This design comes from an exercise in tuning for small area and a short achievable clock period on the open sky130 flow, not from production work. At most, simulation tests tie the RTL to the original design; equivalence was not proved. No functional check of the RTL was part of runs 1 and 3. No activity file was given, so power comes from the tool's default toggle rates.

## run.sh

```bash
#!/bin/bash
# synth_recipe.tcl (not shown) runs the flow's synth.tcl, then flattens the netlist and writes it again
# the make line also repeats each setting of config.mk as NAME=value (left out here)
make -C /OpenROAD-flow-scripts/flow DESIGN_CONFIG=/design/flow/config.mk WORK_HOME=/design/flow/orfs CLKGATE_MAP_FILE= SYNTH_SCRIPT=/design/flow/synth_recipe.tcl finish
```

## config.mk

```make
export PLATFORM = sky130hd
export DESIGN_NAME = port_sgdma
export DESIGN_NICKNAME = port_sgdma
export VERILOG_FILES = /design/flow/design.v
export SDC_FILE = /design/flow/constraint.sdc
export NUM_CORES = 4
export LEC_CHECK = 0
export CAP_MARGIN = 20
export CORE_MARGIN = 2
export CORE_UTILIZATION = 55
export CTS_CLUSTER_DIAMETER = 100
export CTS_CLUSTER_SIZE = 30
export SETUP_SLACK_MARGIN = 2.3
export SLEW_MARGIN = 20
export TNS_END_PERCENT = 10
```

## constraint.sdc

```tcl
create_clock -name core_clock -period 5.0 [get_ports {i_clk}]
set_input_delay 1.0000 -clock core_clock [delete_from_list [all_inputs] [get_ports {i_clk}]]
set_output_delay 1.0000 -clock core_clock [all_outputs]
set_load 0.01 [all_outputs]
```

## design.v

```verilog
package port_dma_pkg;
    localparam int DATA_W = 32;
    localparam int ADDR_W = 16;
    localparam int CNT_W  = 7;
    localparam int PORT_W = 4;
    localparam int HDR_LEN_LSB = 7;
    localparam int HDR_LEN_MSB = 17;
    localparam int HDR_ROUTE_W = 7;
    localparam int CELL_BYTES_LOG2 = 4;
    localparam int FP_INIT_ENTRIES = 128;
    localparam int FP_DEPTH        = 256;
    localparam int DESC_W = ADDR_W + CNT_W + HDR_ROUTE_W;
    typedef logic [DATA_W-1:0] data_t;
    typedef logic [ADDR_W-1:0] addr_t;
    typedef logic [CNT_W-1:0]  cnt_t;
    typedef logic [PORT_W-1:0] port_t;
    typedef logic [DESC_W-1:0] desc_t;
    typedef enum logic [2:0] {
        WR_IDLE,
        WR_REQUEST,
        WR_WAIT_READY,
        WR_HEADER,
        WR_BODY,
        WR_DONE
    } writer_state_t;
    typedef enum logic [1:0] {
        RF_IDLE,
        RF_ASK,
        RF_HOLD
    } refill_state_t;
endpackage
`timescale 1ns/100ps
module free_ptr_list #(
    parameter port_dma_pkg::port_t P_PORT = '0
) (
    input  logic                i_clk,
    input  logic                i_rst_n,
    input  logic                i_locked,
    input  logic                i_pop,
    input  logic                i_fp_wr_en,
    input  port_dma_pkg::addr_t i_fp_wr_dat,
    input  logic                i_pkt_start,
    input  port_dma_pkg::cnt_t  i_pkt_cells,
    input  logic                i_mmu_malloc_done,
    output port_dma_pkg::addr_t o_addr,
    output logic                o_nempty,
    output logic                o_nempty_nxt,
    output logic                o_aply_req,
    output port_dma_pkg::cnt_t  o_length
);
    localparam int DEPTH  = port_dma_pkg::FP_DEPTH;
    localparam int AW     = port_dma_pkg::ADDR_W;
    localparam int PTR_W  = $clog2(DEPTH);
    localparam int IDX_W  = $clog2(port_dma_pkg::FP_INIT_ENTRIES);
    localparam int PAD_W  = AW - port_dma_pkg::PORT_W - IDX_W;
    localparam int HALF_W = PTR_W / 2;
    localparam int NGRP   = 1 << HALF_W;
    logic [DEPTH-1:0][AW-1:0] term;
    logic [PTR_W-1:0]    wr_ptr;
    logic [PTR_W-1:0]    rd_ptr;
    logic [PTR_W-1:0]    wr_inc;
    logic [PTR_W-1:0]    rd_inc;
    logic                full;
    logic                filling;
    logic                push;
    logic                pull;
    port_dma_pkg::addr_t push_dat;
    logic                hold;
    logic                pend_vld;
    port_dma_pkg::cnt_t  pend_cells;
    logic                take_pend;
    logic                park;
    always_ff @(posedge i_clk or negedge i_rst_n) begin
        if (!i_rst_n) begin
            filling <= 1'b1;
        end else if (filling && i_locked && (wr_ptr == PTR_W'(port_dma_pkg::FP_INIT_ENTRIES - 1))) begin
            filling <= 1'b0;
        end
    end
    assign push     = filling ? i_locked : (i_fp_wr_en && !full);
    assign push_dat = filling ? {P_PORT, {PAD_W{1'b0}}, wr_ptr[IDX_W-1:0]} : i_fp_wr_dat;
    assign pull     = i_pop;
    assign wr_inc = wr_ptr + 1'b1;
    assign rd_inc = rd_ptr + 1'b1;
    logic [NGRP-1:0] wr_hi, wr_lo;
    always_comb begin
        for (int k = 0; k < NGRP; k++) begin
            wr_hi[k] = (wr_ptr[PTR_W-1:HALF_W] == HALF_W'(k));
            wr_lo[k] = (wr_ptr[HALF_W-1:0]     == HALF_W'(k));
        end
    end
    logic [NGRP-1:0] rd_hi, rd_lo;
    always_ff @(posedge i_clk or negedge i_rst_n) begin
        if (!i_rst_n) begin
            rd_hi <= NGRP'(1);
            rd_lo <= NGRP'(1);
        end else if (pull) begin
            rd_lo <= {rd_lo[NGRP-2:0], rd_lo[NGRP-1]};
            if (rd_lo[NGRP-1]) begin
                rd_hi <= {rd_hi[NGRP-2:0], rd_hi[NGRP-1]};
            end
        end
    end
    logic [NGRP-1:0][AW-1:0] grp;
    for (genvar i = 0; i < DEPTH; i++) begin : g_slot
        logic [AW-1:0] q;
        always_ff @(posedge i_clk) begin
            if (push && wr_hi[i/NGRP] && wr_lo[i%NGRP]) begin
                q <= push_dat;
            end
        end
        assign term[i] = q & {AW{rd_lo[i%NGRP]}};
    end
    always_comb begin
        for (int j = 0; j < NGRP; j++) begin
            grp[j] = '0;
            for (int k = 0; k < NGRP; k++) begin
                grp[j] = grp[j] | term[j*NGRP+k];
            end
        end
        o_addr = '0;
        for (int j = 0; j < NGRP; j++) begin
            o_addr = o_addr | (grp[j] & {AW{rd_hi[j]}});
        end
    end
    always_comb begin
        if (push && !pull) begin
            o_nempty_nxt = 1'b1;
        end else if (pull && !push) begin
            o_nempty_nxt = (rd_inc != wr_ptr);
        end else begin
            o_nempty_nxt = o_nempty;
        end
    end
    always_ff @(posedge i_clk or negedge i_rst_n) begin
        if (!i_rst_n) begin
            wr_ptr   <= '0;
            rd_ptr   <= '0;
            o_nempty <= 1'b0;
            full     <= 1'b0;
        end else begin
            if (push) begin
                wr_ptr <= wr_inc;
            end
            if (pull) begin
                rd_ptr <= rd_inc;
            end
            o_nempty <= o_nempty_nxt;
            if (push && !pull) begin
                full <= (wr_inc == rd_ptr);
            end else if (pull && !push) begin
                full <= 1'b0;
            end
        end
    end
    assign take_pend = !o_aply_req && pend_vld;
    assign park      = i_pkt_start && (o_aply_req || pend_vld);
    always_ff @(posedge i_clk or negedge i_rst_n) begin
        if (!i_rst_n) begin
            pend_vld <= 1'b0;
        end else if (park) begin
            pend_vld <= 1'b1;
        end else if (take_pend) begin
            pend_vld <= 1'b0;
        end
    end
    always_ff @(posedge i_clk) begin
        if (park) begin
            pend_cells <= i_pkt_cells;
        end
    end
    always_ff @(posedge i_clk or negedge i_rst_n) begin
        if (!i_rst_n) begin
            o_aply_req <= 1'b0;
            hold       <= 1'b0;
            o_length   <= '0;
        end else begin
            if (!o_aply_req) begin
                if (pend_vld) begin
                    o_length   <= pend_cells;
                    o_aply_req <= 1'b1;
                end else if (i_pkt_start) begin
                    o_length   <= i_pkt_cells;
                    o_aply_req <= 1'b1;
                end
            end else if (!hold) begin
                hold <= 1'b1;
            end else if (i_mmu_malloc_done) begin
                hold       <= 1'b0;
                o_aply_req <= 1'b0;
            end
        end
    end
endmodule
`timescale 1ns/100ps
module cell_writer (
    input  logic                i_clk,
    input  logic                i_rst_n,
    input  logic                i_locked,
    input  logic                i_empty,
    input  port_dma_pkg::data_t i_dat,
    input  port_dma_pkg::addr_t i_fp_addr,
    input  logic                i_fp_nempty,
    input  logic                i_fp_nempty_nxt,
    input  logic                i_cb_full,
    input  logic                i_mmu_wr_ready,
    output logic                o_rd_en,
    output logic                o_fp_pop,
    output logic                o_mmu_wr_req,
    output logic                o_mmu_wr_en,
    output port_dma_pkg::addr_t o_mmu_wr_addr,
    output port_dma_pkg::data_t o_mmu_wr_dat,
    output logic                o_mmu_wr_done,
    output port_dma_pkg::desc_t o_cb_din,
    output logic                o_cb_wr_en,
    output logic                o_pkt_start,
    output port_dma_pkg::cnt_t  o_pkt_cells
);
    localparam int LEN_W = port_dma_pkg::HDR_LEN_MSB - port_dma_pkg::HDR_LEN_LSB + 1;
    localparam int FRAC_W = port_dma_pkg::CELL_BYTES_LOG2;
    localparam int CNT_W = port_dma_pkg::CNT_W;
    logic               st_req;
    logic               st_wait;
    logic               st_hdr;
    logic               st_body;
    logic               st_done;
    logic               st_idle;
    logic               hdr_nxt;
    logic               body_nxt;
    logic               pop_ok;
    port_dma_pkg::cnt_t body_left;
    logic [LEN_W-1:0]   hdr_len;
    logic [CNT_W-1:0]   len_cells;
    port_dma_pkg::cnt_t hdr_cells;
    port_dma_pkg::cnt_t cb_cells;
    logic               src_ready;
    logic               start_ok;
    logic               hdr_pop;
    logic               cell_pop;
    assign hdr_len = i_dat[port_dma_pkg::HDR_LEN_MSB:port_dma_pkg::HDR_LEN_LSB];
    assign len_cells = hdr_len[FRAC_W +: CNT_W] + CNT_W'(|hdr_len[FRAC_W-1:0]);
    assign hdr_cells = len_cells + 1'b1;
    assign st_idle   = !(st_req || st_wait || st_hdr || st_body || st_done);
    assign src_ready = !i_empty && i_fp_nempty;
    assign start_ok  = i_locked && src_ready && !i_cb_full;
    assign hdr_pop  = st_hdr && src_ready;
    assign cell_pop = pop_ok && !i_empty;
    assign o_rd_en  = cell_pop;
    assign o_fp_pop = cell_pop;
    assign o_mmu_wr_req = st_req;
    assign o_pkt_start = hdr_pop;
    assign o_pkt_cells = hdr_cells;
    assign hdr_nxt  = (st_wait && i_mmu_wr_ready) || (st_hdr && !src_ready);
    assign body_nxt = (hdr_pop && (len_cells != '0))
                   || (st_body && !(src_ready && (body_left == CNT_W'(1))));
    always_ff @(posedge i_clk or negedge i_rst_n) begin
        if (!i_rst_n) begin
            st_req        <= 1'b0;
            st_wait       <= 1'b0;
            st_hdr        <= 1'b0;
            st_body       <= 1'b0;
            pop_ok        <= 1'b0;
            st_done       <= 1'b0;
            body_left     <= '0;
            o_mmu_wr_en   <= 1'b0;
            o_cb_wr_en    <= 1'b0;
            o_mmu_wr_done <= 1'b0;
        end else begin
            o_mmu_wr_en   <= cell_pop;
            o_cb_wr_en    <= hdr_pop;
            o_mmu_wr_done <= st_done;
            st_req  <= st_idle && start_ok;
            st_wait <= st_req || (st_wait && !i_mmu_wr_ready);
            st_hdr  <= hdr_nxt;
            st_body <= body_nxt;
            pop_ok  <= (hdr_nxt || body_nxt) && i_fp_nempty_nxt;
            st_done <= (hdr_pop && (len_cells == '0))
                    || (st_body && src_ready && (body_left == CNT_W'(1)));
            if (hdr_pop) begin
                body_left <= len_cells;
            end else if (cell_pop) begin
                body_left <= body_left - 1'b1;
            end
        end
    end
    always_ff @(posedge i_clk) begin
        o_mmu_wr_addr <= i_fp_addr;
        o_mmu_wr_dat  <= i_dat;
        cb_cells      <= hdr_cells;
    end
    assign o_cb_din = {o_mmu_wr_addr, cb_cells, o_mmu_wr_dat[port_dma_pkg::HDR_ROUTE_W-1:0]};
endmodule
`timescale 1ns/100ps
module port_sgdma #(
    parameter port_dma_pkg::port_t P_PORT = 4'd3
) (
    input  logic                i_clk,
    input  logic                i_rst_n,
    input  logic                i_locked,
    input  port_dma_pkg::data_t i_dat,
    input  logic                i_empty,
    output logic                o_rd_en,
    output port_dma_pkg::desc_t o_cb_din,
    output logic                o_cb_wr_en,
    input  logic                i_cb_full,
    output logic                o_mmu_wr_req,
    output port_dma_pkg::port_t o_sram_sel,
    output logic                o_mmu_wr_en,
    output port_dma_pkg::addr_t o_mmu_wr_addr,
    output port_dma_pkg::data_t o_mmu_wr_dat,
    output logic                o_mmu_wr_done,
    input  logic                i_mmu_wr_ready,
    input  logic                i_mmu_malloc_done,
    input  logic                i_fp_wr_en,
    input  port_dma_pkg::addr_t i_fp_wr_dat,
    output logic                o_aply_req,
    output port_dma_pkg::cnt_t  o_length
);
    port_dma_pkg::addr_t fp_addr;
    logic                fp_nempty;
    logic                fp_nempty_nxt;
    logic                fp_pop;
    logic                pkt_start;
    port_dma_pkg::cnt_t  pkt_cells;
    assign o_sram_sel = P_PORT;
    free_ptr_list #(
        .P_PORT (P_PORT)
    ) u_fp (
        .i_clk             (i_clk),
        .i_rst_n           (i_rst_n),
        .i_locked          (i_locked),
        .i_pop             (fp_pop),
        .i_fp_wr_en        (i_fp_wr_en),
        .i_fp_wr_dat       (i_fp_wr_dat),
        .i_pkt_start       (pkt_start),
        .i_pkt_cells       (pkt_cells),
        .i_mmu_malloc_done (i_mmu_malloc_done),
        .o_addr            (fp_addr),
        .o_nempty          (fp_nempty),
        .o_nempty_nxt      (fp_nempty_nxt),
        .o_aply_req        (o_aply_req),
        .o_length          (o_length)
    );
    cell_writer u_wr (
        .i_clk          (i_clk),
        .i_rst_n        (i_rst_n),
        .i_locked       (i_locked),
        .i_empty        (i_empty),
        .i_dat          (i_dat),
        .i_fp_addr      (fp_addr),
        .i_fp_nempty    (fp_nempty),
        .i_fp_nempty_nxt (fp_nempty_nxt),
        .i_cb_full      (i_cb_full),
        .i_mmu_wr_ready (i_mmu_wr_ready),
        .o_rd_en        (o_rd_en),
        .o_fp_pop       (fp_pop),
        .o_mmu_wr_req   (o_mmu_wr_req),
        .o_mmu_wr_en    (o_mmu_wr_en),
        .o_mmu_wr_addr  (o_mmu_wr_addr),
        .o_mmu_wr_dat   (o_mmu_wr_dat),
        .o_mmu_wr_done  (o_mmu_wr_done),
        .o_cb_din       (o_cb_din),
        .o_cb_wr_en     (o_cb_wr_en),
        .o_pkt_start    (pkt_start),
        .o_pkt_cells    (pkt_cells)
    );
endmodule
```

==> run_results.csv, run 1 <==
group,metric,value,unit
synthesis,synth_edf_count,4103,
synthesis,synth_top_area_cell,"edfxtp_1",
synthesis,ys_seq_elements,4235,
synthesis,syn_area,153000,µm²
placed_design,place_hpwl,284,mm
global_routing,grt_pass1_vias,84300,
critical_path,r2r_slack,1.42,ns
power_and_ir_drop,leakage,55.0,nW
critical_path,cp-start-kind,"flop",
synthesis,avgSynthCellArea,18.6,µm²
synthesis,ys_top_cells_by_area,"edfxtp_1 (81%), a22oi_1 (5.5%), a22o_1 (2.7%), a221oi_1 (2.6%), dfrtp_1 (1.2%)",
critical_path,path_max_fanout,52,
critical_path,path_cells,"buf_12 > a22oi_2 > nand4_1 > o21ai_1 > buf_4 > nand4_1 > or4_1",
clocking,cts_buffer_depth,4,
final_layout,areaGrowthSynthToFinish,13.9,%
global_routing,grt_max_degree,145,
placed_design,place_inst,12100,
final_layout,nFillCells,19200,
global_routing,grt-ovfl-total,0,
placed_design,routabilityCongestion,0.902,
floorplanning,ios,151,
synthesis,ys_seq_area_share,82.5,%
run,drv_cap,0,
synthesis,async_flop_share,1.82,%
synthesis,synth_warnings,2,
detailed_routing,ant_nets,0,
timing,rsz0062_at_grt,"true",
detailed_routing,drc_errors,0,
critical_path,crit_path_top_delay_cell,"or4_1",
critical_path,r2r_cells,7,
critical_path,r2r_start,"u_fp.rd_lo[10]$_DFFE_PN0P_",
timing,fin_crit_sh,71.6,%
final_layout,utilization,63.0,%
timing,relSlewSlack,9.64,%
clocking,h-tree-depth,4,
timing,max_freq,280,MHz
floorplanning,std_cell_rows,193,
detailed_routing,vias_per_cell,7.21,
global_routing,antenna_found_initial,38,
critical_path,path_class,"reg2reg",
synthesis,synth.top_cell.area_share,80.6,%
critical_path,cp_common_cell,"nand4_1",
floorplanning,initial_core_util,55.3,%
critical_path,r2r_end,"u_wr.o_mmu_wr_addr[3]$_DFF_P_",
clocking,cts_root_buf,"clkbuf_16",
timing,setup_viol,0,
detailed_routing,via_count,91200,
clocking,cts_tree,"yes",
floorplanning,chipHeight,531,µm
timing,worst_pin_slew,1.36,ns
detailed_routing,wirelength,530,mm
synthesis,synth_cell_types,53,
final_layout,drive_above_1_share,18.6,%
synthesis,ys.flop_type,"edfxtp_1",
clocking,cts_made_buffers,165,
critical_path,end_kind,"flop",
timing,drv_slew,0,
final_layout,final_nets,8922,
floorplanning,core,276000,µm²
timing,finalSetupTns,0,ns
min_path,hold_path_class,"in2async",
power_and_ir_drop,p_per_area,346,nW/µm²
timing,clock_skew,0.0654,ns
outcome,status,"no timing/DRC/antenna violations",
synthesis,syn_inst,8227,
critical_path,crit_required,5.80,ns
detailed_routing,wire_per_inst,41.9,µm
placed_design,io_buffers,146,
final_layout,final_cell_count_no_fill,12700,
final_layout,multi_input_area,26700,µm²
detailed_routing,dr.pass1.iters,8,
clocking,path_clk_slew,0.11,ns
clocking,clkLatencyLatePin,0.93,ns
global_routing,grtUsageTotal,36.0,%
final_layout,seq_area,126000,µm²
floorplanning,die_w,531,µm
clocking,cts_sinks,4235,
power_and_ir_drop,worst_ir_drop_vdd,0.000369,V
timing,final.min_clock_period,3.58,ns
critical_path,critPathMaxStageDelay,0.72,ns
timing,final_hold_viol_count,0,
detailed_routing,drt_iter0_markers,16100,
floorplanning,die-area,282000,µm²
global_routing,grt_pass1_wl,704,mm
clocking,ctsHoldBuffers,0,
critical_path,arrival,4.37,ns
-- registers in the layout (all words and copies together), names as in the netlist, 7 cells and up --
name	cells
u_wr.cb_cells	7
u_fp.g_slot.q	4096
u_fp.rd_hi	16
u_wr.body_left	7
u_fp.pend_cells	7
u_fp.o_length	7
u_fp.rd_ptr	8
u_wr.o_mmu_wr_addr	16
u_wr.o_mmu_wr_dat	32
u_fp.rd_lo	16
u_fp.wr_ptr	8
-- synth_stat cells (4+ instances only) --
| library cell | count |
|---|---|
| nand2b_1 | 6 |
| nor2_1 | 283 |
| and3_1 | 8 |
| or2_2 | 4 |
| or4_1 | 17 |
| ha_1 | 13 |
| dfrtp_1 | 74 |
| o21ai_0 | 200 |
| dfxtp_1 | 55 |
| a22o_1 | 478 |
| nand3_1 | 296 |
| clkbuf_1 | 257 |
| nand2_1 | 100 |
| buf_4 | 30 |
| nor3_1 | 8 |
| nor3b_1 | 5 |
| nor2b_1 | 12 |
| mux2i_1 | 4 |
| a21oi_1 | 12 |
| buf_1 | 109 |
| a221oi_2 | 26 |
| buf_6 | 20 |
| buf_2 | 154 |
| inv_1 | 11 |
| a31oi_1 | 5 |
| xor2_1 | 24 |
| a221oi_1 | 451 |
| mux2_2 | 25 |
| edfxtp_1 | 4103 |
| and2_1 | 4 |
| o21a_1 | 4 |
| xnor2_1 | 18 |
| o21ai_1 | 12 |
| nand4_1 | 245 |
| a22oi_1 | 1121 |
-- critical path, delay by kind of cell, from the launching register on --
family	cells	cell delay (ns)
buf+inv	2	0.41
simple gates	3	1.67
flops	1	0.58
compound gates	2	0.58
-- what timing repair did --
action | in CTS | in global routing
gates resized for setup | 346 | 300
setup buffers | 156 | 84
setup endpoints to repair | 4468 | 2410
pin swaps | 84 | 141
gates cloned | 30 | 21
-- report_power, final --
| part | total (mW) | switching (mW) | internal (mW) |
|---|---|---|---|
| Sequential | 39.8 | 0.391 | 39.4 |
| Clock | 17.0 | 10.5 | 6.47 |
| Combinational | 3.55 | 2.72 | 0.835 |
-- cells in the final DEF (no fill, tap or decap), types with 45 or more instances in the layout --
cell	n
edfxtp_1	4103
a22oi_1	1086
buf_4	614
a22o_1	478
a221oi_1	353
nand3_1	271
nand4_1	245
nor2_2	193
clkbuf_16	191
buf_12	131
a221oi_2	119
clkdlybuf4s50_1	112
o21ai_0	94
nand2_1	81
clkbuf_1	64
nor2_1	53
dfrtp_1	53
o21ai_1	46
buf_6	45
-- per-layer routing --
layer / vias up / track usage (%) / routed length, µm / share of wire (%)
li1: 35600 / - / - / -
met1: 47600 / 50.7 / 192000 / 36
met2: 7022 / 54.3 / 240000 / 45
met3: 1003 / 7.87 / 69400 / 13
met4: 36 / 16.0 / 28200 / 5.3
met5: - / 0 / 291 / 0.055
-- layout make-up --
type,count,share of cell area [%]
diodes,14,0.0201
clock buffers,234,2.58
clock inverters,12,0.0883
inverters,13,0.0309
multi-input cells,3411,15.3
flip-flops and latches,4235,72.5
well taps,3705,2.66
repair buffers,1027,6.77
-- kinds of logic (layout without fill, tap and decap cells) --
kind of cell	count (synthesis)	after routing	synth area share, %
buf+inv	583	1286	1.73
flops	4235	4235	82.5
xor+xnor	42	42	0.241
other cells	2	18	0.00491
compound gates	2325	2325	11.9
fa+ha+maj	14	14	0.113
simple gates	997	997	3.23
mux	29	29	0.210
-- stage by stage --
step	worst slack (ns)	power, mW	hold slack (ns)	area [µm²]
6_report	1.42	60.3	0.162	174000
4_1_cts	1.68	60.2	0.144	172000
2_1_floorplan	1.28	41.6	0.355	153000
3_3_place_gp	0.705	43.7	0.368	163000
5_1_grt	1.62	61.5	0.205	174000
3_5_place_dp	0.740	43.7	0.391	163000
-- worst max path at each step --
stage                          startpoint                              to  slack [ns]  depth (start not counted)
6_report       u_fp.rd_lo[10]$_DFFE_PN0P_   u_wr.o_mmu_wr_addr[3]$_DFF_P_        1.42                          7
5_1_grt        u_fp.rd_lo[10]$_DFFE_PN0P_   u_wr.o_mmu_wr_addr[3]$_DFF_P_        1.62                          7
4_1_cts        u_fp.rd_lo[13]$_DFFE_PN0P_  u_wr.o_mmu_wr_addr[11]$_DFF_P_        1.68                          8
3_5_place_dp    u_fp.rd_lo[1]$_DFFE_PN0P_  u_wr.o_mmu_wr_addr[10]$_DFF_P_        0.74                          7
3_3_place_gp    u_fp.rd_lo[1]$_DFFE_PN0P_  u_wr.o_mmu_wr_addr[10]$_DFF_P_        0.71                          7
2_1_floorplan             i_fp_wr_dat[10]  u_fp.g_slot[0].q[10]$_DFFE_PP_        1.28                          1
==> inputs of run 2 (changes only) <==
--- a/design.v
+++ b/design.v
@@ -62,4 +62,7 @@
     logic [PTR_W-1:0]    rd_inc;
     logic                full;
+    logic [PTR_W:0]      used;
+    logic                near0;
+    logic                near1;
     logic                filling;
     logic                push;
@@ -90,17 +93,25 @@
         end
     end
-    logic [NGRP-1:0] rd_hi, rd_lo;
+    localparam int NBANK = 4;
+    localparam int BK_W  = $clog2(NBANK);
+    localparam int ROWS  = DEPTH / NBANK;
+    localparam int ROW_W = $clog2(ROWS);
+    localparam int RH_W  = ROW_W / 2;
+    localparam int RL_W  = ROW_W - RH_W;
+    localparam int NRH   = 1 << RH_W;
+    localparam int NRL   = 1 << RL_W;
+    logic [NRH-1:0] rs_hi;
+    logic [NRL-1:0] rs_lo;
     always_ff @(posedge i_clk or negedge i_rst_n) begin
         if (!i_rst_n) begin
-            rd_hi <= NGRP'(1);
-            rd_lo <= NGRP'(1);
-        end else if (pull) begin
-            rd_lo <= {rd_lo[NGRP-2:0], rd_lo[NGRP-1]};
-            if (rd_lo[NGRP-1]) begin
-                rd_hi <= {rd_hi[NGRP-2:0], rd_hi[NGRP-1]};
+            rs_hi <= NRH'(1);
+            rs_lo <= NRL'(2);
+        end else if (pull && (rd_ptr[BK_W-1:0] == {BK_W{1'b1}})) begin
+            rs_lo <= {rs_lo[NRL-2:0], rs_lo[NRL-1]};
+            if (rs_lo[NRL-1]) begin
+                rs_hi <= {rs_hi[NRH-2:0], rs_hi[NRH-1]};
             end
         end
     end
-    logic [NGRP-1:0][AW-1:0] grp;
     for (genvar i = 0; i < DEPTH; i++) begin : g_slot
         logic [AW-1:0] q;
@@ -110,25 +121,57 @@
             end
         end
-        assign term[i] = q & {AW{rd_lo[i%NGRP]}};
+        assign term[i] = q & {AW{rs_lo[(i/NBANK)%NRL]}};
     end
+    logic [NBANK-1:0][AW-1:0] bank_out;
     always_comb begin
-        for (int j = 0; j < NGRP; j++) begin
-            grp[j] = '0;
-            for (int k = 0; k < NGRP; k++) begin
-                grp[j] = grp[j] | term[j*NGRP+k];
+        for (int bk = 0; bk < NBANK; bk++) begin
+            bank_out[bk] = '0;
+            for (int h = 0; h < NRH; h++) begin
+                logic [AW-1:0] part;
+                part = '0;
+                for (int l = 0; l < NRL; l++) begin
+                    part = part | term[(h*NRL+l)*NBANK+bk];
+                end
+                bank_out[bk] = bank_out[bk] | (part & {AW{rs_hi[h]}});
             end
         end
-        o_addr = '0;
-        for (int j = 0; j < NGRP; j++) begin
-            o_addr = o_addr | (grp[j] & {AW{rd_hi[j]}});
+    end
+    logic wr_near;
+    assign wr_near = pull ? near1 : near0;
+    logic [NBANK-1:0][AW-1:0] hd;
+    for (genvar bk = 0; bk < NBANK; bk++) begin : g_bank
+        logic hit;
+        logic popb;
+        assign hit  = push && wr_near && (wr_ptr[BK_W-1:0] == BK_W'(bk));
+        assign popb = pull && (rd_ptr[BK_W-1:0] == BK_W'(bk));
+        always_ff @(posedge i_clk) begin
+            if (hit) begin
+                hd[bk] <= push_dat;
+            end else if (popb) begin
+                hd[bk] <= bank_out[bk];
+            end
         end
     end
+    assign o_addr = hd[rd_ptr[BK_W-1:0]];
+    logic inc, dec;
+    logic full_nxt, near0_nxt, near1_nxt;
+    assign inc = push && !pull;
+    assign dec = pull && !push;
     always_comb begin
-        if (push && !pull) begin
+        if (inc) begin
             o_nempty_nxt = 1'b1;
-        end else if (pull && !push) begin
-            o_nempty_nxt = (rd_inc != wr_ptr);
+            full_nxt     = (used == (PTR_W + 1)'(DEPTH - 1));
+            near0_nxt    = (used < (PTR_W + 1)'(NBANK - 1));
+            near1_nxt    = (used < (PTR_W + 1)'(NBANK));
+        end else if (dec) begin
+            o_nempty_nxt = (used != (PTR_W + 1)'(1));
+            full_nxt     = 1'b0;
+            near0_nxt    = (used < (PTR_W + 1)'(NBANK + 1));
+            near1_nxt    = (used > (PTR_W + 1)'(1)) && (used < (PTR_W + 1)'(NBANK + 2));
         end else begin
             o_nempty_nxt = o_nempty;
+            full_nxt     = full;
+            near0_nxt    = near0;
+            near1_nxt    = near1;
         end
     end
@@ -137,6 +180,9 @@
             wr_ptr   <= '0;
             rd_ptr   <= '0;
+            used     <= '0;
             o_nempty <= 1'b0;
             full     <= 1'b0;
+            near0    <= 1'b1;
+            near1    <= 1'b0;
         end else begin
             if (push) begin
@@ -146,10 +192,13 @@
                 rd_ptr <= rd_inc;
             end
-            o_nempty <= o_nempty_nxt;
-            if (push && !pull) begin
-                full <= (wr_inc == rd_ptr);
-            end else if (pull && !push) begin
-                full <= 1'b0;
+            if (inc) begin
+                used <= used + 1'b1;
+            end else if (dec) begin
+                used <= used - 1'b1;
             end
+            o_nempty <= o_nempty_nxt;
+            full     <= full_nxt;
+            near0    <= near0_nxt;
+            near1    <= near1_nxt;
         end
     end
--- a/config.mk
+++ b/config.mk
@@ -8,8 +8,8 @@
 export CAP_MARGIN = 20
 export CORE_MARGIN = 2
-export CORE_UTILIZATION = 55
+export CORE_UTILIZATION = 60
 export CTS_CLUSTER_DIAMETER = 100
 export CTS_CLUSTER_SIZE = 30
-export SETUP_SLACK_MARGIN = 2.3
+export SETUP_SLACK_MARGIN = 2.6
 export SLEW_MARGIN = 20
-export TNS_END_PERCENT = 10
+export TNS_END_PERCENT = 5
==> run 2 against run 1 <==
Against the previous run:
- first-iteration DRC count is 5.2% lower
- flip-flop and latch count up 53
- wire length fell by 8.6%
- clock power hardly changed
- via count decreased by 1.3%
- sequential power grew 2%
- critical path depth unchanged
- worst setup slack improved by 0.43 ns
- largest power group unchanged
- critical path type unchanged
- still clean
==> run_results.csv, run 2 <==
group,metric,value,unit
timing,clock_skew,0.0317,ns
synthesis,async_flop_share,1.54,%
critical_path,r2r_start,"u_fp.rs_lo[3]$_DFFE_PN0P_",
power_and_ir_drop,p_total,61.5,mW
clocking,cts_tree,"yes",
timing,worst_pin_slew,1.10,ns
floorplanning,core,257000,µm²
floorplanning,die-area,263000,µm²
timing,relSlewSlack,26.3,%
synthesis,synth.top_cell.area_share,80.5,%
critical_path,end_kind,"flop",
synthesis,synth.most_common_cell,"edfxtp_1",
timing,fin_crit_sh,63.0,%
timing,max_freq,317,MHz
final_layout,nFillCells,16800,
final_layout,final_cell_count_no_fill,12400,
final_layout,largest_reg_flops,4096,
synthesis,ys_top_cells_by_area,"edfxtp_1 (80%), a22oi_1 (11%), nand4_1 (2.3%), clkbuf_1 (1.2%), dfrtp_1 (1.0%)",
final_layout,final_cell_mix,"edfxtp_1 (4167), a22oi_1 (2044), nand4_1 (581)",
synthesis,ys.flop_type,"edfxtp_1",
floorplanning,std_cell_rows,186,
run,drv_cap,0,
clocking,cts_made_buffers,161,
detailed_routing,ant_nets,0,
critical_path,crit_required,5.67,ns
placed_design,place_inst,11900,
clocking,path_clk_slew,0.12,ns
detailed_routing,vias_per_cell,7.26,
detailed_routing,drc_errors,0,
timing,timing.hold.ws,0.0500,ns
global_routing,grt_max_degree,155,
placed_design,place_hpwl,274,mm
critical_path,r2r_end,"u_fp.hd[48]$_DFFE_PP_",
detailed_routing,wirelength,484,mm
global_routing,antenna_found_initial,20,
floorplanning,die_w,513,µm
power_and_ir_drop,leakage,52.5,nW
clocking,cts_root_buf,"clkbuf_16",
detailed_routing,wire_per_inst,39.0,µm
critical_path,path_max_fanout,10,
synthesis,ys_seq_area_share,82.3,%
timing,final.min_clock_period,3.15,ns
global_routing,grt_pass1_vias,83100,
synthesis,syn_inst,8439,
critical_path,arrival,3.82,ns
synthesis,avgSynthCellArea,18.4,µm²
final_layout,drive_above_1_share,17.4,%
timing,drv_slew,0,
outcome,status,"no timing/DRC/antenna violations",
detailed_routing,via_count,90100,
floorplanning,chipHeight,513,µm
power_and_ir_drop,p_per_area,353,nW/µm²
clocking,ctsHoldBuffers,0,
floorplanning,ios,151,
critical_path,r2r_slack,1.85,ns
timing,setup_viol,0,
placed_design,routabilityCongestion,0.923,
timing,setup_ws,1.85,ns
clocking,cts_sinks,4288,
synthesis,synth_warnings,2,
min_path,hold_path_class,"in2async",
clocking,cts_buffer_depth,3,
detailed_routing,dr.pass1.iters,8,
placed_design,pre_cts_ws,0.588,ns
synthesis,synth_edf_count,4167,
timing,finalSetupTns,0,ns
placed_design,io_buffers,146,
final_layout,areaGrowthSynthToFinish,12.2,%
clocking,h-tree-depth,4,
global_routing,grt-ovfl-total,0,
synthesis,synth_top_area_cell,"edfxtp_1",
final_layout,final_nets,8984,
final_layout,mostFrequentLayoutCell,"edfxtp_1",
critical_path,cp-start-kind,"flop",
synthesis,synth_cell_types,56,
final_layout,top_register,"u_fp.g_slot.q",
final_layout,reg_top3,"u_fp.g_slot.q: 4096 flops, u_fp.hd: 64 flops, u_wr.o_mmu_wr_dat: 32 flops",
critical_path,path_class,"reg2reg",
synthesis,ys_seq_elements,4288,
global_routing,grtUsageTotal,35.1,%
detailed_routing,drt_iter0_markers,15200,
timing,rsz0062_at_grt,"true",
timing,final_hold_viol_count,0,
global_routing,grt_pass1_wl,651,mm
clocking,clkLatencyLatePin,0.90,ns
synthesis,syn_area,155000,µm²
synthesis,synth_commonest_cells,"edfxtp_1 (4167), a22oi_1 (2304), nand4_1 (581)",
floorplanning,initial_core_util,60.5,%
critical_path,r2r_cells,7,
power_and_ir_drop,worst_ir_drop_vdd,0.000416,V
run 2: worst max-delay path: stages (launching register included):
cell and delay (ns):
dfrtp_4 0.61, buf_12 0.20, bufbuf_16 0.31, a22oi_1 0.26, nand4_1 0.28, a22oi_2 0.47, nand4_1 0.38, mux2_2 0.38
run 2: kinds of logic after synthesis:
family          after synthesis  synth area share (%)
flops                      4288                  82.3
compound gates             2357                  11.3
simple gates                998                  3.51
buf+inv                     632                  1.63
mux                         107                 0.891
xor+xnor                     34                 0.192
fa+ha+maj                    21                 0.167
other cells                   2               0.00483
run 2: how the worst max path moves through the flow:
| stage | start | endpoint | slack, ns | depth (start not counted) |
|---|---|---|---|---|
| detailed placement | i_locked | u_fp.g_slot[219].q[9]$_DFFE_PP_ | 0.59 | 5 |
| finish | u_fp.rs_lo[3]$_DFFE_PN0P_ | u_fp.hd[48]$_DFFE_PP_ | 1.85 | 7 |
| CTS | u_fp.rs_lo[0]$_DFFE_PN0P_ | u_fp.hd[37]$_DFFE_PP_ | 1.99 | 7 |
| global route | u_fp.rs_lo[3]$_DFFE_PN0P_ | u_fp.hd[41]$_DFFE_PP_ | 1.96 | 7 |
| floorplan | i_fp_wr_dat[6] | u_fp.hd[22]$_DFFE_PP_ | 1.04 | 3 |
| global placement | i_locked | u_fp.g_slot[219].q[4]$_DFFE_PP_ | 0.65 | 5 |
run 2: layout make-up:
cell class / count / area [µm²] / share of cell area (%)
well taps: 3384 / 4230 / 2.43
clock buffers: 242 / 4420 / 2.53
repair inverters: 6 / 30.0 / 0.0172
diodes: 24 / 60.1 / 0.0344
repair buffers: 895 / 9880 / 5.67
multi-input cells: 3521 / 27400 / 15.7
flip-flops and latches: 4288 / 128000 / 73.4
clock inverters: 14 / 179 / 0.103
inverters: 35 / 196 / 0.113
run 2: routing by layer:
metal	share of wire, %	up-vias	global-route usage [%]
li1	-	36200	-
met1	38	47000	51.1
met2	45	6094	52.4
met3	12	748	8.12
met4	4.3	4	13.3
met5	0.0048	-	0
run 2: power by group:
group          leakage [nW]  switching, mW  internal, mW
Combinational          11.6           2.89          1.25
Sequential             38.7          0.600          40.1
Clock                  2.21           10.4          6.28
run 2: timing repair:
action	in CTS	in global routing
setup buffers	89	104
setup endpoints to repair	7628	6901
endpoints found under the hold margin	0	0
pin swaps	51	216
resized for setup	226	392
cloned	8	39
run 2: through the flow:
stage / utilization [%] / area [µm²]
after global routing: 67.8 / 174000
after detailed placement: 63.8 / 164000
after CTS: 66.5 / 171000
after floorplan: - / 156000
final: 67.8 / 174000
after global placement: 63.8 / 164000
==> inputs of run 3 (changes only) <==
--- a/design.v
+++ b/design.v
@@ -54,19 +54,23 @@
     localparam int IDX_W  = $clog2(port_dma_pkg::FP_INIT_ENTRIES);
     localparam int PAD_W  = AW - port_dma_pkg::PORT_W - IDX_W;
-    localparam int HALF_W = PTR_W / 2;
-    localparam int NGRP   = 1 << HALF_W;
-    logic [DEPTH-1:0][AW-1:0] term;
-    logic [PTR_W-1:0]    wr_ptr;
-    logic [PTR_W-1:0]    rd_ptr;
-    logic [PTR_W-1:0]    wr_inc;
-    logic [PTR_W-1:0]    rd_inc;
-    logic                full;
-    logic [PTR_W:0]      used;
-    logic                near0;
-    logic                near1;
+    localparam int WL_W   = PTR_W / 2;
+    localparam int WH_W   = PTR_W - WL_W;
+    localparam int NWL    = 1 << WL_W;
+    localparam int NWH    = 1 << WH_W;
+    localparam int NBANK  = 4;
+    localparam int BK_W   = $clog2(NBANK);
+    localparam int ROWS   = DEPTH / NBANK;
+    localparam int ROW_W  = $clog2(ROWS);
+    localparam int RH_W   = ROW_W / 2;
+    localparam int RL_W   = ROW_W - RH_W;
+    localparam int NRH    = 1 << RH_W;
+    localparam int NRL    = 1 << RL_W;
     logic                filling;
     logic                push;
     logic                pull;
     port_dma_pkg::addr_t push_dat;
+    logic                full;
+    logic                near0;
+    logic                near1;
     logic                hold;
     logic                pend_vld;
@@ -74,52 +78,72 @@
     logic                take_pend;
     logic                park;
+    logic [PTR_W-1:0] wr_ptr;
+    logic [NWH-1:0]   wr_hi;
+    logic [NWL-1:0]   wr_lo;
     always_ff @(posedge i_clk or negedge i_rst_n) begin
         if (!i_rst_n) begin
-            filling <= 1'b1;
-        end else if (filling && i_locked && (wr_ptr == PTR_W'(port_dma_pkg::FP_INIT_ENTRIES - 1))) begin
-            filling <= 1'b0;
+            wr_ptr <= '0;
+        end else if (push) begin
+            wr_ptr <= wr_ptr + 1'b1;
         end
     end
-    assign push     = filling ? i_locked : (i_fp_wr_en && !full);
-    assign push_dat = filling ? {P_PORT, {PAD_W{1'b0}}, wr_ptr[IDX_W-1:0]} : i_fp_wr_dat;
-    assign pull     = i_pop;
-    assign wr_inc = wr_ptr + 1'b1;
-    assign rd_inc = rd_ptr + 1'b1;
-    logic [NGRP-1:0] wr_hi, wr_lo;
     always_comb begin
-        for (int k = 0; k < NGRP; k++) begin
-            wr_hi[k] = (wr_ptr[PTR_W-1:HALF_W] == HALF_W'(k));
-            wr_lo[k] = (wr_ptr[HALF_W-1:0]     == HALF_W'(k));
+        for (int k = 0; k < NWH; k++) begin
+            wr_hi[k] = (wr_ptr[PTR_W-1:WL_W] == WH_W'(k));
+        end
+        for (int k = 0; k < NWL; k++) begin
+            wr_lo[k] = (wr_ptr[WL_W-1:0] == WL_W'(k));
         end
     end
-    localparam int NBANK = 4;
-    localparam int BK_W  = $clog2(NBANK);
-    localparam int ROWS  = DEPTH / NBANK;
-    localparam int ROW_W = $clog2(ROWS);
-    localparam int RH_W  = ROW_W / 2;
-    localparam int RL_W  = ROW_W - RH_W;
-    localparam int NRH   = 1 << RH_W;
-    localparam int NRL   = 1 << RL_W;
-    logic [NRH-1:0] rs_hi;
-    logic [NRL-1:0] rs_lo;
+    logic [NBANK-1:0] rd_bk;
+    always_ff @(posedge i_clk or negedge i_rst_n) begin
+        if (!i_rst_n) begin
+            rd_bk <= NBANK'(1);
+        end else if (pull) begin
+            rd_bk <= {rd_bk[NBANK-2:0], rd_bk[NBANK-1]};
+        end
+    end
+    logic [NRH-1:0]            rs_hi;
+    logic [NBANK-1:0][NRL-1:0] rs_lo;
     always_ff @(posedge i_clk or negedge i_rst_n) begin
         if (!i_rst_n) begin
             rs_hi <= NRH'(1);
-            rs_lo <= NRL'(2);
-        end else if (pull && (rd_ptr[BK_W-1:0] == {BK_W{1'b1}})) begin
-            rs_lo <= {rs_lo[NRL-2:0], rs_lo[NRL-1]};
-            if (rs_lo[NRL-1]) begin
-                rs_hi <= {rs_hi[NRH-2:0], rs_hi[NRH-1]};
+        end else if (pull && rd_bk[NBANK-1] && rs_lo[0][NRL-1]) begin
+            rs_hi <= {rs_hi[NRH-2:0], rs_hi[NRH-1]};
+        end
+    end
+    for (genvar bk = 0; bk < NBANK; bk++) begin : g_rs
+        always_ff @(posedge i_clk or negedge i_rst_n) begin
+            if (!i_rst_n) begin
+                rs_lo[bk] <= NRL'(2);
+            end else if (pull && rd_bk[NBANK-1]) begin
+                rs_lo[bk] <= {rs_lo[bk][NRL-2:0], rs_lo[bk][NRL-1]};
             end
         end
     end
+    logic [IDX_W-1:0] fill_idx;
+    assign fill_idx = wr_ptr[IDX_W-1:0];
+    always_ff @(posedge i_clk or negedge i_rst_n) begin
+        if (!i_rst_n) begin
+            filling <= 1'b1;
+        end else if (filling && i_locked
+                     && (wr_ptr == PTR_W'(port_dma_pkg::FP_INIT_ENTRIES - 1))) begin
+            filling <= 1'b0;
+        end
+    end
+    assign push     = filling ? i_locked : (i_fp_wr_en && !full);
+    assign push_dat = filling ? {P_PORT, {PAD_W{1'b0}}, fill_idx} : i_fp_wr_dat;
+    assign pull     = i_pop;
+    logic [NWH-1:0] push_hi;
+    assign push_hi = wr_hi & {NWH{push}};
+    logic [DEPTH-1:0][AW-1:0] term;
     for (genvar i = 0; i < DEPTH; i++) begin : g_slot
         logic [AW-1:0] q;
         always_ff @(posedge i_clk) begin
-            if (push && wr_hi[i/NGRP] && wr_lo[i%NGRP]) begin
+            if (push_hi[i/NWL] && wr_lo[i%NWL]) begin
                 q <= push_dat;
             end
         end
-        assign term[i] = q & {AW{rs_lo[(i/NBANK)%NRL]}};
+        assign term[i] = q & {AW{rs_lo[i%NBANK][(i/NBANK)%NRL]}};
     end
     logic [NBANK-1:0][AW-1:0] bank_out;
@@ -127,5 +151,5 @@
         for (int bk = 0; bk < NBANK; bk++) begin
             bank_out[bk] = '0;
-            for (int h = 0; h < NRH; h++) begin
+            for (int h = 0; h < NRH; h++) begin : g_part
                 logic [AW-1:0] part;
                 part = '0;
@@ -144,5 +168,5 @@
         logic popb;
         assign hit  = push && wr_near && (wr_ptr[BK_W-1:0] == BK_W'(bk));
-        assign popb = pull && (rd_ptr[BK_W-1:0] == BK_W'(bk));
+        assign popb = pull && rd_bk[bk];
         always_ff @(posedge i_clk) begin
             if (hit) begin
@@ -153,10 +177,27 @@
         end
     end
-    assign o_addr = hd[rd_ptr[BK_W-1:0]];
-    logic inc, dec;
-    logic full_nxt, near0_nxt, near1_nxt;
+    always_comb begin
+        o_addr = '0;
+        for (int bk = 0; bk < NBANK; bk++) begin
+            o_addr = o_addr | (hd[bk] & {AW{rd_bk[bk]}});
+        end
+    end
+    logic           inc, dec;
+    logic [PTR_W:0] used_lag;
+    logic [PTR_W:0] used;
+    logic           inc_q, dec_q;
+    logic           full_nxt, near0_nxt, near1_nxt;
     assign inc = push && !pull;
     assign dec = pull && !push;
     always_comb begin
+        if (inc_q) begin
+            used = used_lag + 1'b1;
+        end else if (dec_q) begin
+            used = used_lag - 1'b1;
+        end else begin
+            used = used_lag;
+        end
+    end
+    always_comb begin
         if (inc) begin
             o_nempty_nxt = 1'b1;
@@ -178,7 +219,7 @@
     always_ff @(posedge i_clk or negedge i_rst_n) begin
         if (!i_rst_n) begin
-            wr_ptr   <= '0;
-            rd_ptr   <= '0;
-            used     <= '0;
+            used_lag <= '0;
+            inc_q    <= 1'b0;
+            dec_q    <= 1'b0;
             o_nempty <= 1'b0;
             full     <= 1'b0;
@@ -186,15 +227,7 @@
             near1    <= 1'b0;
         end else begin
-            if (push) begin
-                wr_ptr <= wr_inc;
-            end
-            if (pull) begin
-                rd_ptr <= rd_inc;
-            end
-            if (inc) begin
-                used <= used + 1'b1;
-            end else if (dec) begin
-                used <= used - 1'b1;
-            end
+            used_lag <= used;
+            inc_q    <= inc;
+            dec_q    <= dec;
             o_nempty <= o_nempty_nxt;
             full     <= full_nxt;
@@ -290,4 +323,13 @@
     assign len_cells = hdr_len[FRAC_W +: CNT_W] + CNT_W'(|hdr_len[FRAC_W-1:0]);
     assign hdr_cells = len_cells + 1'b1;
+    logic len_zero;
+    logic len_one;
+    logic frac;
+    logic [CNT_W-1:0] len_hi;
+    assign frac     = |hdr_len[FRAC_W-1:0];
+    assign len_hi   = hdr_len[FRAC_W +: CNT_W];
+    assign len_zero = frac ? (&len_hi) : (len_hi == '0);
+    assign len_one  = frac ? (len_hi == '0) : (len_hi == CNT_W'(1));
+    logic last;
     assign st_idle   = !(st_req || st_wait || st_hdr || st_body || st_done);
     assign src_ready = !i_empty && i_fp_nempty;
@@ -301,6 +343,6 @@
     assign o_pkt_cells = hdr_cells;
     assign hdr_nxt  = (st_wait && i_mmu_wr_ready) || (st_hdr && !src_ready);
-    assign body_nxt = (hdr_pop && (len_cells != '0))
-                   || (st_body && !(src_ready && (body_left == CNT_W'(1))));
+    assign body_nxt = (hdr_pop && !len_zero)
+                   || (st_body && !(src_ready && last));
     always_ff @(posedge i_clk or negedge i_rst_n) begin
         if (!i_rst_n) begin
@@ -312,4 +354,5 @@
             st_done       <= 1'b0;
             body_left     <= '0;
+            last          <= 1'b0;
             o_mmu_wr_en   <= 1'b0;
             o_cb_wr_en    <= 1'b0;
@@ -324,10 +367,12 @@
             st_body <= body_nxt;
             pop_ok  <= (hdr_nxt || body_nxt) && i_fp_nempty_nxt;
-            st_done <= (hdr_pop && (len_cells == '0))
-                    || (st_body && src_ready && (body_left == CNT_W'(1)));
+            st_done <= (hdr_pop && len_zero)
+                    || (st_body && src_ready && last);
             if (hdr_pop) begin
                 body_left <= len_cells;
+                last      <= len_one;
             end else if (cell_pop) begin
                 body_left <= body_left - 1'b1;
+                last      <= (body_left == CNT_W'(2));
             end
         end
==> flow/run.sh (new file) <==
#!/bin/bash
# Standard layout, unchanged; each tool's output is in orfs/logs and standard.log.
bash standard.sh > standard.log 2>&1
==> standard.sh (new file) <==
#!/bin/bash
# synth_recipe.tcl (not shown) runs the flow's synth.tcl, then flattens the netlist and writes it again
# the make line also repeats each setting of config.mk as NAME=value (left out here)
make -C /OpenROAD-flow-scripts/flow DESIGN_CONFIG=/design/flow/config.mk WORK_HOME=/design/flow/orfs CLKGATE_MAP_FILE= SYNTH_SCRIPT=/design/flow/synth_recipe.tcl "${@:-finish}"
--- a/config.mk
+++ b/config.mk
@@ -8,5 +8,5 @@
 export CAP_MARGIN = 20
 export CORE_MARGIN = 2
-export CORE_UTILIZATION = 60
+export CORE_UTILIZATION = 55
 export CTS_CLUSTER_DIAMETER = 100
 export CTS_CLUSTER_SIZE = 30
removed: run.sh
==> run 3 against run 2 <==
Against the previous run:
- critical endpoint is now u_fp.hd[63]$_DFFE_PP_
- area after synthesis up 0.56%
- largest cell class unchanged
- clock skew up 0.017 ns
- highest routed layer unchanged
- maximum frequency up 5.6%
- still clean on timing, DRC and antenna
- register-to-register slack better by 0.17 ns
==> run_results.csv, run 3 <==
group,metric,value,unit
synthesis,synth.top_cell.area_share,80.0,%
detailed_routing,vias_per_cell,7.01,
power_and_ir_drop,pwr-share-clk,28.2,%
power_and_ir_drop,p_total,61.0,mW
global_routing,grt_pass1_wl,667,mm
placed_design,place_hpwl,259,mm
final_layout,drive_above_1_share,18.7,%
clocking,cts_sinks,4317,
floorplanning,ios,151,
detailed_routing,wire_per_inst,38.1,µm
clocking,clkLatencyLatePin,0.93,ns
detailed_routing,drc_errors,0,
synthesis,ys_seq_area_share,82.3,%
power_and_ir_drop,switching_power,13.4,mW
global_routing,grt_pass1_vias,85500,
final_layout,reg_top3,"u_fp.g_slot.q: 4096 flops, u_fp.hd: 64 flops",
run,drv_cap,0,
placed_design,dpl-instance-area,165000,µm²
power_and_ir_drop,switching_share,21.9,%
timing,final.min_clock_period,2.98,ns
critical_path,r2r_slack,2.02,ns
placed_design,place_inst,12400,
critical_path,r2r_end,"u_fp.hd[63]$_DFFE_PP_",
floorplanning,std_cell_rows,195,
critical_path,arrival,3.65,ns
global_routing,grt-ovfl-total,0,
final_layout,finalInstanceArea,178000,µm²
detailed_routing,dr.pass1.iters,8,
floorplanning,die_w,537,µm
synthesis,avgSynthCellArea,18.1,µm²
synthesis,syn_inst,8617,
floorplanning,die-area,289000,µm²
synthesis,synth_top_area_cell,"edfxtp_1",
clocking,cts_buffer_depth,4,
placed_design,pre_cts_ws,0.579,ns
clocking,h-tree-depth,4,
critical_path,end_kind,"flop",
final_layout,final_cell_mix,"edfxtp_1 (4167), a22oi_1 (1971), nand4_1 (586)",
timing,setup_viol,0,
clocking,cts_root_buf,"clkbuf_16",
timing,fin_crit_sh,59.7,%
critical_path,path_max_fanout,16,
final_layout,areaGrowthSynthToFinish,14.1,%
min_path,hold_path_class,"in2async",
power_and_ir_drop,combPwrFrac,5.3,%
timing,rsz0062_at_grt,"true",
critical_path,cp-start-kind,"flop",
critical_path,r2r_start,"u_fp.rs_lo[31]$_DFFE_PN0P_",
outcome,status,"no timing/DRC/antenna violations",
synthesis,synth_cell_types,70,
global_routing,grt_max_degree,177,
final_layout,top_register,"u_fp.g_slot.q",
synthesis,synth_warnings,2,
floorplanning,initial_core_util,55.3,%
power_and_ir_drop,p_per_area,342,nW/µm²
final_layout,largest_reg_flops,4096,
detailed_routing,ant_nets,0,
timing,setup_ws,2.02,ns
global_routing,grtUsageTotal,32.8,%
final_layout,final_cell_count_no_fill,13100,
detailed_routing,drt_iter0_markers,14700,
timing,clock_skew,0.0484,ns
floorplanning,core,283000,µm²
power_and_ir_drop,seq_power_share,66.5,%
timing,final_hold_viol_count,0,
synthesis,async_flop_share,2.20,%
floorplanning,chipHeight,537,µm
detailed_routing,wirelength,498,mm
detailed_routing,via_count,91500,
placed_design,routabilityCongestion,0.887,
critical_path,crit_path_top_delay_cell,"dfrtp_4",
synthesis,synth_edf_count,4167,
synthesis,syn_area,156000,µm²
critical_path,critPathMaxStageDelay,0.60,ns
timing,relSlewSlack,15.3,%
synthesis,synth_commonest_cells,"edfxtp_1 (4167), a22oi_1 (2337), nand4_1 (586)",
clocking,cts_tree,"yes",
timing,finalSetupTns,0,ns
power_and_ir_drop,leakage,54.2,nW
final_layout,final_nets,9269,
critical_path,crit_required,5.67,ns
timing,timing.hold.ws,0.154,ns
critical_path,path_cells,"buf_6 > buf_6 > a22oi_2 > nand4_1 > a22oi_2 > nand4_1 > nor2_1 > a21oi_1",
synthesis,ys_seq_elements,4317,
power_and_ir_drop,worst_ir_drop_vdd,0.000331,V
final_layout,utilization,63.1,%
placed_design,io_buffers,146,
synthesis,synth.most_common_cell,"edfxtp_1",
timing,max_freq,335,MHz
final_layout,mostFrequentLayoutCell,"edfxtp_1",
timing,worst_pin_slew,1.27,ns
global_routing,antenna_found_initial,22,
critical_path,r2r_cells,8,
timing,drv_slew,0,
critical_path,critPathBufInv,2,
critical_path,path_class,"reg2reg",
synthesis,ys.flop_type,"edfxtp_1",
clocking,cts_made_buffers,170,
synthesis,ys_top_cells_by_area,"edfxtp_1 (80%), a22oi_1 (11%), nand4_1 (2.3%), dfrtp_1 (1.4%), clkbuf_1 (1.3%)",
critical_path,critPathTopFamily,"simple AND/OR/NAND/NOR gates",
clocking,path_clk_slew,0.11,ns
power_and_ir_drop,p_int,47.7,mW
## run 3: worst max path at each step
stage / start / endpoint / cells after the start
after detailed placement: i_fp_wr_en / u_fp.g_slot[224].q[12]$_DFFE_PP_ / 6
after CTS: u_fp.rs_lo[29]$_DFFE_PN0P_ / u_fp.hd[58]$_DFFE_PP_ / 8
final: u_fp.rs_lo[31]$_DFFE_PN0P_ / u_fp.hd[63]$_DFFE_PP_ / 8
after floorplan: i_fp_wr_dat[0] / u_fp.g_slot[0].q[0]$_DFFE_PP_ / 2
after global routing: u_fp.rs_lo[2]$_DFFE_PN0P_ / u_fp.hd[13]$_DFFE_PP_ / 9
after global placement: i_fp_wr_en / u_fp.g_slot[224].q[4]$_DFFE_PP_ / 6
## run 3: metal layers
layer  global-route usage, %  routed length [µm]  vias to the layer above
met2                    51.1              232000                     6037
li1                        -                   -                    37000
met3                    5.11               52500                      916
met5                       0                 101                        -
met4                    14.8               27500                       14
met1                    46.2              185000                    47600
## run 3: cells by family (layout without fill, tap and decap cells)
family          count (synthesis)  count (layout)  synth area share, %
fa+ha+maj                      14              14                0.110
other cells                     2              22              0.00480
mux                            53              53                0.372
compound gates               2457            2457                 11.7
flops                        4317            4317                 82.3
xor+xnor                       29              29                0.167
simple gates                 1104            1105                 3.75
buf+inv                       641            1317                 1.63
## run 3: worst register-to-register path, delay by kind of cell, from the launching register on
kind | cells | cell delay [ns]
DFF | 1 | 0.60
buffers and inverters | 2 | 0.38
and+or+nand+nor | 3 | 1.12
AOI/OAI and AO/OA | 3 | 0.64
## run 3: what timing repair did
| item | in CTS | in global routing |
|---|---|---|
| hold buffers | 0 | 0 |
| setup buffers | 159 | 126 |
| endpoints found under the setup margin | 7956 | 6411 |
| pin swaps | 176 | 292 |
| cloned | 32 | 42 |
| resized for setup | 417 | 435 |
## run 3: area by class of cell
cell class	count	area (µm²)
diodes	18	45.0
clock buffers	261	4710
clock inverters	7	63.8
fillers	19700	104000
inverters	30	184
multi-input cells	3662	27900
flip-flops and latches	4317	129000
well taps	3743	4680
repair buffers	1017	11900
repair inverters	2	15.0
## run 3: power by group through the flow
| stage | sequential [mW] | combinational [mW] | clock [mW] |
|---|---|---|---|
| CTS | 40.6 | 3.02 | 17.3 |
| global placement | 41.4 | 2.84 | 0 |
| global route | 40.7 | 3.37 | 18.4 |
| floorplan | 41.3 | 1.38 | 0 |
| finish | 40.6 | 3.25 | 17.2 |
| detailed placement | 41.4 | 2.90 | 0 |
==> inputs of run 4 (changes only) <==
--- a/design.v
+++ b/design.v
@@ -236,6 +236,7 @@
         end
     end
-    assign take_pend = !o_aply_req && pend_vld;
-    assign park      = i_pkt_start && (o_aply_req || pend_vld);
+    logic aply;
+    assign take_pend = !aply && pend_vld;
+    assign park      = i_pkt_start && (aply || pend_vld);
     always_ff @(posedge i_clk or negedge i_rst_n) begin
         if (!i_rst_n) begin
@@ -255,14 +256,23 @@
         if (!i_rst_n) begin
             o_aply_req <= 1'b0;
+        end else if (o_aply_req) begin
+            o_aply_req <= !(hold && i_mmu_malloc_done);
+        end else begin
+            o_aply_req <= pend_vld || i_pkt_start;
+        end
+    end
+    always_ff @(posedge i_clk or negedge i_rst_n) begin
+        if (!i_rst_n) begin
+            aply       <= 1'b0;
             hold       <= 1'b0;
             o_length   <= '0;
         end else begin
-            if (!o_aply_req) begin
+            if (!aply) begin
                 if (pend_vld) begin
                     o_length   <= pend_cells;
-                    o_aply_req <= 1'b1;
+                    aply <= 1'b1;
                 end else if (i_pkt_start) begin
                     o_length   <= i_pkt_cells;
-                    o_aply_req <= 1'b1;
+                    aply <= 1'b1;
                 end
             end else if (!hold) begin
@@ -270,5 +280,5 @@
             end else if (i_mmu_malloc_done) begin
                 hold       <= 1'b0;
-                o_aply_req <= 1'b0;
+                aply <= 1'b0;
             end
         end
@@ -311,4 +321,5 @@
     logic               body_nxt;
     logic               pop_ok;
+    logic               pop_ok_o;
     port_dma_pkg::cnt_t body_left;
     logic [LEN_W-1:0]   hdr_len;
@@ -337,7 +348,8 @@
     assign hdr_pop  = st_hdr && src_ready;
     assign cell_pop = pop_ok && !i_empty;
-    assign o_rd_en  = cell_pop;
+    assign o_rd_en  = pop_ok_o && !i_empty;
     assign o_fp_pop = cell_pop;
-    assign o_mmu_wr_req = st_req;
+    logic req_o;
+    assign o_mmu_wr_req = req_o;
     assign o_pkt_start = hdr_pop;
     assign o_pkt_cells = hdr_cells;
@@ -348,8 +360,10 @@
         if (!i_rst_n) begin
             st_req        <= 1'b0;
+            req_o         <= 1'b0;
             st_wait       <= 1'b0;
             st_hdr        <= 1'b0;
             st_body       <= 1'b0;
             pop_ok        <= 1'b0;
+            pop_ok_o      <= 1'b0;
             st_done       <= 1'b0;
             body_left     <= '0;
@@ -363,8 +377,11 @@
             o_mmu_wr_done <= st_done;
             st_req  <= st_idle && start_ok;
+            req_o   <= !(st_req || st_wait || st_hdr || st_body || st_done) && i_locked
+                    && !i_empty && i_fp_nempty && !i_cb_full;
             st_wait <= st_req || (st_wait && !i_mmu_wr_ready);
             st_hdr  <= hdr_nxt;
             st_body <= body_nxt;
             pop_ok  <= (hdr_nxt || body_nxt) && i_fp_nempty_nxt;
+            pop_ok_o <= (hdr_nxt && i_fp_nempty_nxt) || (body_nxt && i_fp_nempty_nxt);
             st_done <= (hdr_pop && len_zero)
                     || (st_body && src_ready && last);
==> flow/run.sh (replaced) <==
#!/bin/bash
# Standard layout, with plain buf_4 cells as the port buffers that
# buffer_ports places on every input and output.
# Each tool's output is in orfs/logs; make's output is in standard.log.
export BUFFER_PORTS_ARGS="-buffer_cell sky130_fd_sc_hd__buf_4"
bash standard.sh > standard.log 2>&1
--- a/config.mk
+++ b/config.mk
@@ -9,7 +9,7 @@
 export CORE_MARGIN = 2
 export CORE_UTILIZATION = 55
-export CTS_CLUSTER_DIAMETER = 100
-export CTS_CLUSTER_SIZE = 30
-export SETUP_SLACK_MARGIN = 2.6
+export CTS_CLUSTER_DIAMETER = 80
+export CTS_CLUSTER_SIZE = 25
+export SETUP_SLACK_MARGIN = 2.8
 export SLEW_MARGIN = 20
 export TNS_END_PERCENT = 5
==> run 4 against run 3 <==
Against the previous run:
- synthesized cell count down 0.81%
- global-route usage rose by 0.41 points
- wire length up 1.7%
- worst setup slack better by 0.079 ns
- first-iteration DRC count rose by 5.6%
- clock skew up 0.0018 ns
- clock power rose by 12%
- power increased by 3.4%
- design area up 2.1%
- clock-buffer cell count grew 29
- critical path type unchanged
- critical endpoint is now u_fp.g_slot[134].q[9]$_DFFE_PP_
==> run_results.csv, run 4 <==
group,metric,value,unit
power_and_ir_drop,p_per_area,347,nW/µm²
power_and_ir_drop,pwr-share-clk,30.4,%
clocking,cts_root_buf,"clkbuf_16",
synthesis,ys.flop_type,"edfxtp_1",
detailed_routing,vias_per_cell,7.05,
timing,timing.hold.ws,0.109,ns
global_routing,grt_max_degree,198,
floorplanning,die-area,289000,µm²
synthesis,ys_top_cells_by_area,"edfxtp_1 (80%), a22oi_1 (11%), nand4_1 (2.3%), dfrtp_1 (1.4%), clkbuf_1 (1.2%)",
clocking,cts_made_buffers,202,
synthesis,ys_seq_elements,4320,
timing,final_hold_viol_count,0,
power_and_ir_drop,combPwrFrac,5.4,%
final_layout,top_register,"u_fp.g_slot.q",
critical_path,cp-startpoint,"u_fp.wr_ptr[7]$_DFFE_PN0P_",
min_path,hold_path_class,"in2async",
final_layout,nFillCells,19300,
detailed_routing,via_count,92600,
final_layout,seq_area,129000,µm²
timing,finalSetupTns,0,ns
final_layout,areaGrowthSynthToFinish,16.4,%
final_layout,final_cell_mix,"edfxtp_1 (4167), a22oi_1 (1993), buf_4 (641)",
detailed_routing,wirelength,506,mm
clocking,ctsHoldBuffers,0,
synthesis,synth_top_area_cell,"edfxtp_1",
final_layout,mostFrequentLayoutCell,"edfxtp_1",
critical_path,path_max_fanout,16,
timing,drv_slew,0,
placed_design,routabilityCongestion,0.884,
global_routing,grt_pass1_vias,85600,
clocking,h-tree-depth,4,
global_routing,grtUsageTotal,33.2,%
final_layout,final_nets,9346,
clocking,cts_sinks,4320,
final_layout,reg_top3,"u_fp.g_slot.q: 4096 flops, u_fp.hd: 64 flops",
synthesis,synth_edf_count,4167,
detailed_routing,drc_errors,0,
synthesis,async_flop_share,2.27,%
timing,max_freq,344,MHz
timing,worst_pin_slew,1.05,ns
critical_path,r2r_slack,2.10,ns
floorplanning,die_w,537,µm
synthesis,synth.top_cell.area_share,80.0,%
final_layout,finalInstanceArea,182000,µm²
clocking,cts_buffer_depth,4,
detailed_routing,ant_nets,0,
synthesis,avgSynthCellArea,18.3,µm²
placed_design,place_hpwl,262,mm
synthesis,ys_seq_area_share,82.2,%
final_layout,multi_input_area,28700,µm²
synthesis,syn_area,157000,µm²
synthesis,synth.most_common_cell,"edfxtp_1",
floorplanning,std_cell_rows,195,
timing,clock_skew,0.0502,ns
critical_path,cp-start-kind,"flop",
power_and_ir_drop,p_int,49.2,mW
global_routing,grt_pass1_wl,672,mm
run,drv_cap,0,
synthesis,syn_inst,8547,
synthesis,synth_cell_types,57,
detailed_routing,wire_per_inst,38.5,µm
floorplanning,initial_core_util,55.4,%
global_routing,antenna_found_initial,20,
clocking,path_clk_slew,0.10,ns
critical_path,arrival,3.51,ns
placed_design,dpl-instance-area,164000,µm²
synthesis,synth_warnings,2,
clocking,cts_tree,"yes",
power_and_ir_drop,seq_power_share,64.2,%
power_and_ir_drop,switching_power,13.9,mW
timing,setup_viol,0,
detailed_routing,drt_iter0_markers,15600,
power_and_ir_drop,p_total,63.1,mW
final_layout,drive_above_1_share,22.4,%
detailed_routing,dr.pass1.iters,6,
critical_path,r2r_start,"u_fp.wr_ptr[7]$_DFFE_PN0P_",
floorplanning,core,283000,µm²
critical_path,end_kind,"flop",
timing,fin_crit_sh,58.1,%
timing,final.min_clock_period,2.90,ns
floorplanning,ios,151,
timing,relSlewSlack,30.1,%
outcome,status,"no timing/DRC/antenna violations",
floorplanning,chipHeight,537,µm
power_and_ir_drop,leakage,55.8,nW
global_routing,grt-ovfl-total,0,
placed_design,io_buffers,146,
timing,rsz0062_at_grt,"true",
power_and_ir_drop,switching_share,22.1,%
synthesis,synth_commonest_cells,"edfxtp_1 (4167), a22oi_1 (2340), nand4_1 (580)",
power_and_ir_drop,worst_ir_drop_vdd,0.000407,V
final_layout,largest_reg_flops,4096,
clocking,clkLatencyLatePin,0.95,ns
critical_path,crit_required,5.61,ns
critical_path,path_class,"reg2reg",
run 4: repair_timing:
action | CTS | global route
endpoints found under the setup margin | 8380 | 7206
cloned | 35 | 61
buffers inserted | 301 | 121
pin swaps | 162 | 289
gates resized for setup | 453 | 521
run 4: worst paths after layout:
kind | end | cells after the start
setup / recovery | u_fp.g_slot[134].q[9]$_DFFE_PP_ | 5
min in group core_clock | u_wr.o_mmu_wr_dat[22]$_DFF_P_ | 1
max in group asynchronous | u_fp.rs_lo[4]$_DFFE_PN0P_ | 2
hold reg to reg | u_wr.o_mmu_wr_done$_DFF_PN0_ | 0
setup reg to reg | u_fp.g_slot[134].q[9]$_DFFE_PP_ | 5
hold / removal | u_fp.o_length[1]$_DFFE_PN0P_ | 1
run 4: cells by family (layout without fill, tap and decap cells):
group | after synthesis | after routing | synth area share, %
mux | 117 | 117 | 0.832
compound gates | 2390 | 2390 | 11.5
other cells | 2 | 7 | 0.00480
fa+ha+maj | 14 | 14 | 0.110
simple gates | 1041 | 1044 | 3.60
flops | 4320 | 4320 | 82.2
buf+inv | 629 | 1470 | 1.58
xor+xnor | 34 | 34 | 0.190
run 4: metal layers:
layer	GRT usage (%)	wire (µm)	vias up
met5	0	143	-
met2	50.8	233000	6371
li1	-	-	37200
met1	47.0	188000	48100
met3	6.38	58500	888
met4	14.6	26400	22
run 4: power groups by stage:
stage / combinational, mW / sequential (mW) / clock [mW]
2_1_floorplan: 1.25 / 41.3 / 0
3_3_place_gp: 2.63 / 41.3 / 0
3_5_place_dp: 2.69 / 41.3 / 0
6_report: 3.39 / 40.5 / 19.2
5_1_grt: 3.47 / 40.6 / 20.4
4_1_cts: 3.05 / 40.5 / 19.3
run 4: metrics by stage:
stage	util (%)	instances	setup slack (ns)
global placement	58.2	12300	0.668
global route	64.5	13100	2.07
floorplan	-	8549	1.04
detailed placement	58.2	12300	0.693
CTS	62.8	13000	2.20
finish	64.5	13100	2.10
run 4: final cells by class:
| type | instances | area share (%) |
|---|---|---|
| inverters | 31 | 0.0989 |
| clock buffers | 290 | 3.11 |
| multi-input cells | 3603 | 15.8 |
| repair buffers | 1107 | 7.49 |
| repair inverters | 12 | 0.0385 |
| clock inverters | 30 | 0.173 |
| well taps | 3743 | 2.57 |
| diodes | 3 | 0.00412 |
| flip-flops and latches | 4320 | 70.8 |
run 4: worst max-delay path: stages (launching register included):
cell,delay [ns]
dfrtp_1,0.71
nor2b_1,0.68
nand2_2,0.37
buf_4,0.33
nor2_1,0.12
buf_4,0.32

==> separate check: timing with driven ports <==
In the flow no input, the clock included, has a driving cell. The finished layouts below were timed again as built, in two steps.
Step 1 (the two cells are an assumption about what drives the block):
set clk [get_ports {i_clk}]
set_driving_cell -lib_cell sky130_fd_sc_hd__clkbuf_16 $clk
set_driving_cell -lib_cell sky130_fd_sc_hd__buf_2 [delete_from_list [all_inputs] $clk]
Step 2, shift: input delay + t, output delay - t, t = (earliest + latest rising clock arrival at the registers) / 2. This alone moves slack from input paths to output paths.
Three values: ideal ports, drivers, drivers and shift; two values: the first two.
run	shift t [ns]	setup WS [ns]	hold WS [ns]	worst slew at a driven data input, ns	cell pins on the clock port's net
run 1	0.995	1.422 / 1.422 / 1.144	0.162 / 0.089 / 0.410	0.05	1
run 2	0.990	1.850 / 1.850 / 1.150	0.050 / -0.010 / 0.409	0.06	1
run 3	1.006	2.017 / 2.017 / 1.372	0.154 / 0.082 / 0.431	0.20	1
run 4	1.038	2.096 / 2.096 / 1.474	0.109 / 0.025 / 0.408	0.05	1
After both steps setup and hold are still met in every run listed. For run 2, which loses most, drivers alone change the setup slack by 0.000 ns; drivers and shift together by -0.700 ns.
